This is an optimization exercise on Yosys and OpenROAD, whose aim is small area and a short achievable clock period, not a production implementation. Where RTL was checked, it was by simulation tests only, not by an equivalence proof against the original. Power figures rest on the tool's default switching activity, not on a simulated workload.

== oak ==
## data_mem_ctrl
module data_mem_ctrl
#(
  parameter int ADDR_W  = 8,
  parameter int LATENCY = 2
) (
  input  logic                   CLK,
  input  logic                   Reset,
  input  logic                   MemReq,
  input  logic                   MemWrite,
  input  logic [ADDR_W-1:0]      Addr,
  input  logic [dmem_pkg::DMEM_DATA_W-1:0] DataIn,
  output logic [dmem_pkg::DMEM_DATA_W-1:0] DataMemOut,
  output logic                   MemBusy,
  output logic                   MemDone
);
Size in the first run: ~4500 cells after synthesis, ~2200 flip-flops, about 30 I/O pins, ~56000 sq um of cells after synthesis.
clock: 4.0 ns
lec_check: 0
cap_margin: 20
core_margin: 2
core_utilization: 65
cts_cluster_diameter: 60
cts_cluster_size: 30
setup_slack_margin: 1.7
slew_margin: 20
synth_hierarchical: 1
synth_minimum_keep_size: 0
standard.sh (not shown) runs the stock make flow with config.mk's settings and CLKGATE_MAP_FILE= SYNTH_SCRIPT=/design/flow/synth_recipe.tcl, a recipe that flattens the netlist after the stock synthesis.
==> flow/flow/run.sh <==
#!/bin/bash
# Own flow: the standard synthesis unchanged, then the standard layout steps
# with the delay cells (dlygate*, clkdlybuf*) added to the don't-use list so
# that the resizer does not pick them as port or signal buffers.
set -euo pipefail
PLATFORM_DONT_USE="sky130_fd_sc_hd__probe_p_8 sky130_fd_sc_hd__probec_p_8 sky130_fd_sc_hd__lpflow_bleeder_1 sky130_fd_sc_hd__lpflow_clkbufkapwr_1 sky130_fd_sc_hd__lpflow_clkbufkapwr_16 sky130_fd_sc_hd__lpflow_clkbufkapwr_2 sky130_fd_sc_hd__lpflow_clkbufkapwr_4 sky130_fd_sc_hd__lpflow_clkbufkapwr_8 sky130_fd_sc_hd__lpflow_clkinvkapwr_1 sky130_fd_sc_hd__lpflow_clkinvkapwr_16 sky130_fd_sc_hd__lpflow_clkinvkapwr_2 sky130_fd_sc_hd__lpflow_clkinvkapwr_4 sky130_fd_sc_hd__lpflow_clkinvkapwr_8 sky130_fd_sc_hd__lpflow_decapkapwr_12 sky130_fd_sc_hd__lpflow_decapkapwr_3 sky130_fd_sc_hd__lpflow_decapkapwr_4 sky130_fd_sc_hd__lpflow_decapkapwr_6 sky130_fd_sc_hd__lpflow_decapkapwr_8 sky130_fd_sc_hd__lpflow_inputiso0n_1 sky130_fd_sc_hd__lpflow_inputiso0p_1 sky130_fd_sc_hd__lpflow_inputiso1n_1 sky130_fd_sc_hd__lpflow_inputiso1p_1 sky130_fd_sc_hd__lpflow_inputisolatch_1 sky130_fd_sc_hd__lpflow_isobufsrc_1 sky130_fd_sc_hd__lpflow_isobufsrc_16 sky130_fd_sc_hd__lpflow_isobufsrc_2 sky130_fd_sc_hd__lpflow_isobufsrc_4 sky130_fd_sc_hd__lpflow_isobufsrc_8 sky130_fd_sc_hd__lpflow_isobufsrckapwr_16 sky130_fd_sc_hd__lpflow_lsbuf_lh_hl_isowell_tap_1 sky130_fd_sc_hd__lpflow_lsbuf_lh_hl_isowell_tap_2 sky130_fd_sc_hd__lpflow_lsbuf_lh_hl_isowell_tap_4 sky130_fd_sc_hd__lpflow_lsbuf_lh_isowell_4 sky130_fd_sc_hd__lpflow_lsbuf_lh_isowell_tap_1 sky130_fd_sc_hd__lpflow_lsbuf_lh_isowell_tap_2 sky130_fd_sc_hd__lpflow_lsbuf_lh_isowell_tap_4 "
EXTRA_DONT_USE="sky130_fd_sc_hd__dlygate4sd1_1 sky130_fd_sc_hd__dlygate4sd2_1 sky130_fd_sc_hd__dlygate4sd3_1 sky130_fd_sc_hd__dlymetal6s2s_1 sky130_fd_sc_hd__dlymetal6s4s_1 sky130_fd_sc_hd__dlymetal6s6s_1 sky130_fd_sc_hd__clkdlybuf4s15_1 sky130_fd_sc_hd__clkdlybuf4s15_2 sky130_fd_sc_hd__clkdlybuf4s18_1 sky130_fd_sc_hd__clkdlybuf4s18_2 sky130_fd_sc_hd__clkdlybuf4s25_1 sky130_fd_sc_hd__clkdlybuf4s25_2 sky130_fd_sc_hd__clkdlybuf4s50_1 sky130_fd_sc_hd__clkdlybuf4s50_2"
bash standard.sh synth > synth.log 2>&1
bash standard.sh "DONT_USE_CELLS=$PLATFORM_DONT_USE $EXTRA_DONT_USE" finish > layout.log 2>&1
Inputs modified between oak and cedar:
- putting PLACE_DENSITY at 0.75 where nothing was set
- swapping 65 for 75 in CORE_UTILIZATION
Results
Against oak, cedar reports a all-layer global routing usage that is higher.
Sequential share of layout area was lower in the run labelled oak.
cedar vs. oak: number of cells on the critical path shrank by 1, highest clock rate grew by 5.6 MHz, final standard cell area without fillers shrank by 1400 sq um, routing usage on met3 grew by 2.4 points.
In terms of combinational cell fraction of total power, cedar and oak differ only marginally.
Re final core area utilization: cedar is 9.1 points up on oak.
cedar gives more mean routed wirelength per cell than oak did.
Re setup TNS: no difference whatsoever between oak and cedar.
No run of this note included a check of the RTL's function; only the layout flow was run.

* * *

Setup of run 1:
The RTL this note starts from:
==> flow/design.v <==
package dmem_pkg;
  localparam int DMEM_DATA_W  = 8;
  localparam int DMEM_MAX_LAT = 15;
  typedef enum logic [1:0] {IDLE, BUSY, DONE} dmem_state_t;
endpackage
module dmem_ram
#(
  parameter int ADDR_W = 8
) (
  input  logic                   clk,
  input  logic [2**ADDR_W/4-1:0] clr_n_i,    
  input  logic [2**ADDR_W/4-1:0] set_n_i,    
  input  logic [dmem_pkg::DMEM_DATA_W-1:0] wdata_n_i,   
  output logic [2**ADDR_W/2*dmem_pkg::DMEM_DATA_W-1:0] taps_o
);
  localparam int DW    = dmem_pkg::DMEM_DATA_W;
  localparam int RINGS = 2**ADDR_W / 4;
  for (genvar k = 0; k < RINGS; k++) begin : g_ring
    dmem_ring u_ring (
      .clk      (clk),
      .clr_n_i  (clr_n_i[k]),
      .set_n_i  (set_n_i[k]),
      .wdata_n_i(wdata_n_i),
      .tap0_o   (taps_o[(2*k+0)*DW +: DW]),
      .tap2_o   (taps_o[(2*k+1)*DW +: DW])
    );
  end
endmodule
module dmem_ring (
  input  logic                   clk,
  input  logic                   clr_n_i,
  input  logic                   set_n_i,
  input  logic [dmem_pkg::DMEM_DATA_W-1:0] wdata_n_i,
  output logic [dmem_pkg::DMEM_DATA_W-1:0] tap0_o,
  output logic [dmem_pkg::DMEM_DATA_W-1:0] tap2_o
);
  logic [dmem_pkg::DMEM_DATA_W-1:0] p0_q, p1_q, p2_q, p3_q;
  always_ff @(posedge clk) begin
    p0_q <= p1_q;
    p1_q <= p2_q;
    p2_q <= ~(({dmem_pkg::DMEM_DATA_W{set_n_i}} | wdata_n_i) & p3_q);
    p3_q <= ~(p0_q & {dmem_pkg::DMEM_DATA_W{clr_n_i}});
  end
  assign tap0_o = p0_q;
  assign tap2_o = p2_q;
endmodule
module data_mem_ctrl
#(
  parameter int ADDR_W  = 8,
  parameter int LATENCY = 2
) (
  input  logic                   CLK,
  input  logic                   Reset,
  input  logic                   MemReq,
  input  logic                   MemWrite,
  input  logic [ADDR_W-1:0]      Addr,
  input  logic [dmem_pkg::DMEM_DATA_W-1:0] DataIn,
  output logic [dmem_pkg::DMEM_DATA_W-1:0] DataMemOut,
  output logic                   MemBusy,
  output logic                   MemDone
);
  localparam int DW    = dmem_pkg::DMEM_DATA_W;
  localparam int RINGS = 2**ADDR_W / 4;       
  localparam int NTAP  = 2**ADDR_W / 2;       
  localparam int NA    = 3;                   
  localparam int NB    = 4;                   
  if (LATENCY != 2) begin : g_lat_check
    $error("data_mem_ctrl: this implementation supports LATENCY = 2 only");
  end
  logic          busy_q, s0_q, s1_q, done_q;
  logic          busy_out_q;     
  logic          accept;
  logic          write_q;
  logic [ADDR_W-1:0] addr_q;
  logic [DW-1:0] wdata_q;
  logic [DW-1:0] dout_q;
  logic [1:0]    phase_q;
  logic [1:0]    phase_nx;       
  logic          wb_valid_q;
  logic [ADDR_W-1:0] wb_addr_q;
  logic [DW-1:0] wb_data_q;
  logic [NTAP*DW-1:0] taps;      
  assign accept   = ~busy_q & MemReq;
  assign phase_nx = phase_q + 2'd1;
  always_ff @(posedge CLK) begin
    if (Reset) begin
      busy_q     <= 1'b0;
      busy_out_q <= 1'b0;
      s0_q       <= 1'b0;
      s1_q       <= 1'b0;
      done_q     <= 1'b0;
    end else begin
      busy_q     <= accept | s0_q | s1_q;
      busy_out_q <= (MemReq & ~busy_out_q) | s0_q | s1_q;    
      s0_q       <= accept;
      s1_q       <= s0_q;
      done_q     <= s1_q;
    end
  end
  always_ff @(posedge CLK) begin
    if (accept) begin
      write_q <= MemWrite;
      addr_q  <= Addr;
      wdata_q <= DataIn;
    end
  end
  always_ff @(posedge CLK) begin
    phase_q <= phase_nx;
  end
  logic          commit_w;       
  logic          wbv_nx;         
  logic [ADDR_W-1:0] wba_nx;     
  logic          clr_a_nx, clr_b_nx;
  logic [ADDR_W-3:0] clr_ring_nx;
  logic [7:0]    clr_hi_q, clr_lo_q, clr_hi, set_hi_q, set_lo_q;
  logic          clr_a_q;        
  logic          set_q;          
  logic [RINGS-1:0] clr_n, set_n;
  assign commit_w    = s1_q & write_q & ~Reset;
  assign wbv_nx      = commit_w | (wb_valid_q & ~set_q);
  assign wba_nx      = commit_w ? addr_q : wb_addr_q;
  assign clr_a_nx    = s0_q & write_q & ~Reset & (addr_q[1:0] == phase_nx);
  assign clr_b_nx    = wbv_nx & (wba_nx[1:0] == phase_nx);
  assign clr_ring_nx = clr_a_nx ? addr_q[ADDR_W-1:2] : wba_nx[ADDR_W-1:2];
  always_ff @(posedge CLK) begin
    for (int x = 0; x < 8; x++) begin
      clr_hi_q[x] <= (clr_a_nx | clr_b_nx) & (clr_ring_nx[5:3] == 3'(x));
      clr_lo_q[x] <= (clr_ring_nx[2:0] == 3'(x));
    end
    clr_a_q  <= clr_a_nx;
    set_hi_q <= clr_hi;
    set_lo_q <= clr_lo_q;
    set_q    <= |clr_hi;
  end
  assign clr_hi = clr_hi_q & {8{~(clr_a_q & Reset)}};
  always_comb begin
    for (int k = 0; k < RINGS; k++) begin
      clr_n[k] = ~(clr_hi[k/8] & clr_lo_q[k%8]);
      set_n[k] = ~(set_hi_q[k/8] & set_lo_q[k%8]);
    end
  end
  always_ff @(posedge CLK) begin
    if (commit_w) begin
      wb_valid_q <= 1'b1;
      wb_addr_q  <= addr_q;
      wb_data_q  <= wdata_q;
    end else if (set_q) begin
      wb_valid_q <= 1'b0;
    end
  end
  dmem_ram #(.ADDR_W(ADDR_W)) u_ram (
    .clk      (CLK),
    .clr_n_i  (clr_n),
    .set_n_i  (set_n),
    .wdata_n_i(~wb_data_q),
    .taps_o   (taps)
  );
  logic [ADDR_W-1:0] la_nx;      
  logic [2**NA-1:0]  pa_q;
  logic [2**NB-1:0]  pb_q;
  logic [NTAP-1:0]   sline;      
  logic [DW-1:0]     rd_now;     
  logic [DW-1:0]     part_q;     
  logic              late;       
  logic              fwd;        
  logic              ld1;        
  assign la_nx = busy_q ? addr_q : Addr;
  always_ff @(posedge CLK) begin
    for (int i = 0; i < 2**NA; i++) pa_q[i] <= (la_nx[7:5] == NA'(i));
    for (int i = 0; i < 2**NB; i++) pb_q[i] <= ({la_nx[4:2], la_nx[1] ^ phase_nx[1]} == NB'(i));
  end
  always_comb begin
    for (int i = 0; i < NTAP; i++) sline[i] = pa_q[i / 2**NB] & pb_q[i % 2**NB];
  end
  logic [DW-1:0]     rd_lo, rd_hi;  
  for (genvar b = 0; b < DW; b++) begin : g_bit
    logic [NTAP-1:0] d;
    for (genvar i = 0; i < NTAP; i++) begin : g_tap
      assign d[i] = taps[i*DW + b];
    end
    dmem_rd_or64 u_lo (.sel_i(sline[NTAP/2-1:0]),    .d_i(d[NTAP/2-1:0]),    .y_o(rd_lo[b]));
    dmem_rd_or64 u_hi (.sel_i(sline[NTAP-1:NTAP/2]), .d_i(d[NTAP-1:NTAP/2]), .y_o(rd_hi[b]));
  end
  assign rd_now = rd_lo | rd_hi;
  always_ff @(posedge CLK) begin
    part_q <= rd_now;
  end
  assign late = addr_q[0] ^ phase_q[0];
  assign fwd  = wb_valid_q & (wb_addr_q == addr_q);
  assign ld1  = s1_q & ~write_q;
  logic          take_now;       
  logic [DW-1:0] dout_other;     
  assign take_now   = ~Reset & ld1 & ~fwd & ~late;
  assign dout_other = Reset ? '0
                    : ~ld1  ? dout_q
                    : fwd   ? wb_data_q
                    : late  ? part_q
                    :         '0;
  for (genvar b = 0; b < DW; b++) begin : g_dout
    logic d;
    dmem_a221o u_sel (.a1(rd_lo[b]), .a2(take_now), .b1(rd_hi[b]), .b2(take_now), .c1(dout_other[b]), .x(d));
    always_ff @(posedge CLK) dout_q[b] <= d;
  end
  assign DataMemOut = dout_q;
  assign MemBusy    = busy_out_q;
  assign MemDone    = done_q;
endmodule
module dmem_rd_or64 (
  input  logic [63:0] sel_i,
  input  logic [63:0] d_i,
  output logic        y_o
);
  logic [7:0] o;      
  logic [3:0] o_n;    
  for (genvar i = 0; i < 8; i++) begin : g_or8
    dmem_rd_or8 u_or8 (.sel_i(sel_i[8*i +: 8]), .d_i(d_i[8*i +: 8]), .y_o(o[i]));
  end
  for (genvar i = 0; i < 4; i++) begin : g_nor
    dmem_nor2 u_nor (.a(o[2*i]), .b(o[2*i+1]), .y(o_n[i]));
  end
  dmem_nand4 u_nand (.a(o_n[0]), .b(o_n[1]), .c(o_n[2]), .d(o_n[3]), .y(y_o));
endmodule
module dmem_nor2 (
  input  logic a, b,
  output logic y
);
  assign y = ~(a | b);
endmodule
module dmem_nand4 (
  input  logic a, b, c, d,
  output logic y
);
  assign y = ~(a & b & c & d);
endmodule
module dmem_a221o (
  input  logic a1, a2, b1, b2, c1,
  output logic x
);
  assign x = (a1 & a2) | (b1 & b2) | c1;
endmodule
module dmem_rd_or8 (
  input  logic [7:0] sel_i,
  input  logic [7:0] d_i,
  output logic       y_o
);
  assign y_o = |(sel_i & d_i);
endmodule
export LEC_CHECK = 0
export CAP_MARGIN = 20
export CORE_MARGIN = 2
export CORE_UTILIZATION = 75
export CTS_CLUSTER_DIAMETER = 60
export CTS_CLUSTER_SIZE = 30
export PLACE_DENSITY = 0.75
export SETUP_SLACK_MARGIN = 1.7
export SLEW_MARGIN = 20
export SYNTH_HIERARCHICAL = 1
export SYNTH_MINIMUM_KEEP_SIZE = 0
create_clock -name core_clock -period 4.0 [get_ports {CLK}]
Scripts as last shown in full above: flow/flow/run.sh
> inputs changed (run 1 -> run 2)
Settings: a change of CORE_UTILIZATION from 75 to 65; a deleted PLACE_DENSITY that had been 0.75.
--- outcome ---
- Run 2 gives more required time at the worst-slack endpoint than run 1 did.
- Against run 1, run 2 reports a hold slack that is lower.
- | TritonCTS sink count | run 2 vs run 1 | ≈ equal |
- Final critical-path required period for run 2: 0.055 ns down relative to run 1
- Summary of run 2 over run 1: fraction of final layout cells sized beyond drive strength 1 up 1.8 points, placer congestion estimate shows a reduction of 6.5%, placed instance count picked up an extra 185, sequential share of layout area dropped 1.6 points, power share of the combinational group saw little to no change.
- Maximum clock frequency grows by a few percent when moving from run 1 to run 2.
- Taking run 1 as 1.0, run 2 lands at 1.20 on count of clock-buffer cells in the layout.
Inputs modified between run 2 and run 3:
Settings: SLEW_MARGIN now 70, was 20; CAP_MARGIN now 50, was 20; CORE_UTILIZATION now 75, was 65; PLACE_DENSITY now 0.75, previously not set.
==> results.txt <==
- The fraction of cell area in non-clock buffers on run 2 is in line with that on run 3.
- Cmp run 3 and run 2 / fraction of standard cell area in multi-input logic / lower: run 2
- The flow did not stop early for run 3: all stages ran, and the layout cleared the timing, design-rule and antenna checks.
- Run 2 → run 3: maximum achievable frequency saw a decrease, number of well taps went down by 175, number of cell rows fell by 7.

==> separate check: timing with driven ports <==
The flow's constraints put no driver on any port. The routed layouts listed below were extracted and timed again, unchanged, in two steps.
Step 1 assumes that a clkbuf_16 drives the clock port and a buf_2 every other input.
Step 2 adds t to the input delays and takes it off the output delays; t is the mean of the earliest and latest rising clock arrival at the registers after step 1. Input paths then give back, and output paths get back, about the clock's delay inside the block.
Slacks: no drivers / after step 1 / after step 2; pairs: no drivers / after step 1.
| run | shift t [ns] | setup WS [ns] | worst setup path after step 2 | worst slew at a driven data input, ns | pins driven straight from the clock port |
|---|---|---|---|---|---|
| oak | 0.783 | 1.576 / 1.576 / 1.129 | input to register | 0.04 | 1 |
| cedar | 0.742 | 1.608 / 1.608 / 1.152 | input to register | 0.15 | 1 |
| run 1 | 0.748 | 1.623 / 1.623 / 1.061 | input to register | 0.15 | 1 |
| run 2 | 0.781 | 1.678 / 1.678 / 1.246 | input to register | 0.21 | 1 |
| run 3 | 0.749 | 1.665 / 1.665 / 1.179 | input to register | 0.15 | 1 |
After both steps every run listed still meets setup and hold. For run 1, which loses most, drivers alone change the setup slack by 0.000 ns; drivers and shift together by -0.562 ns.
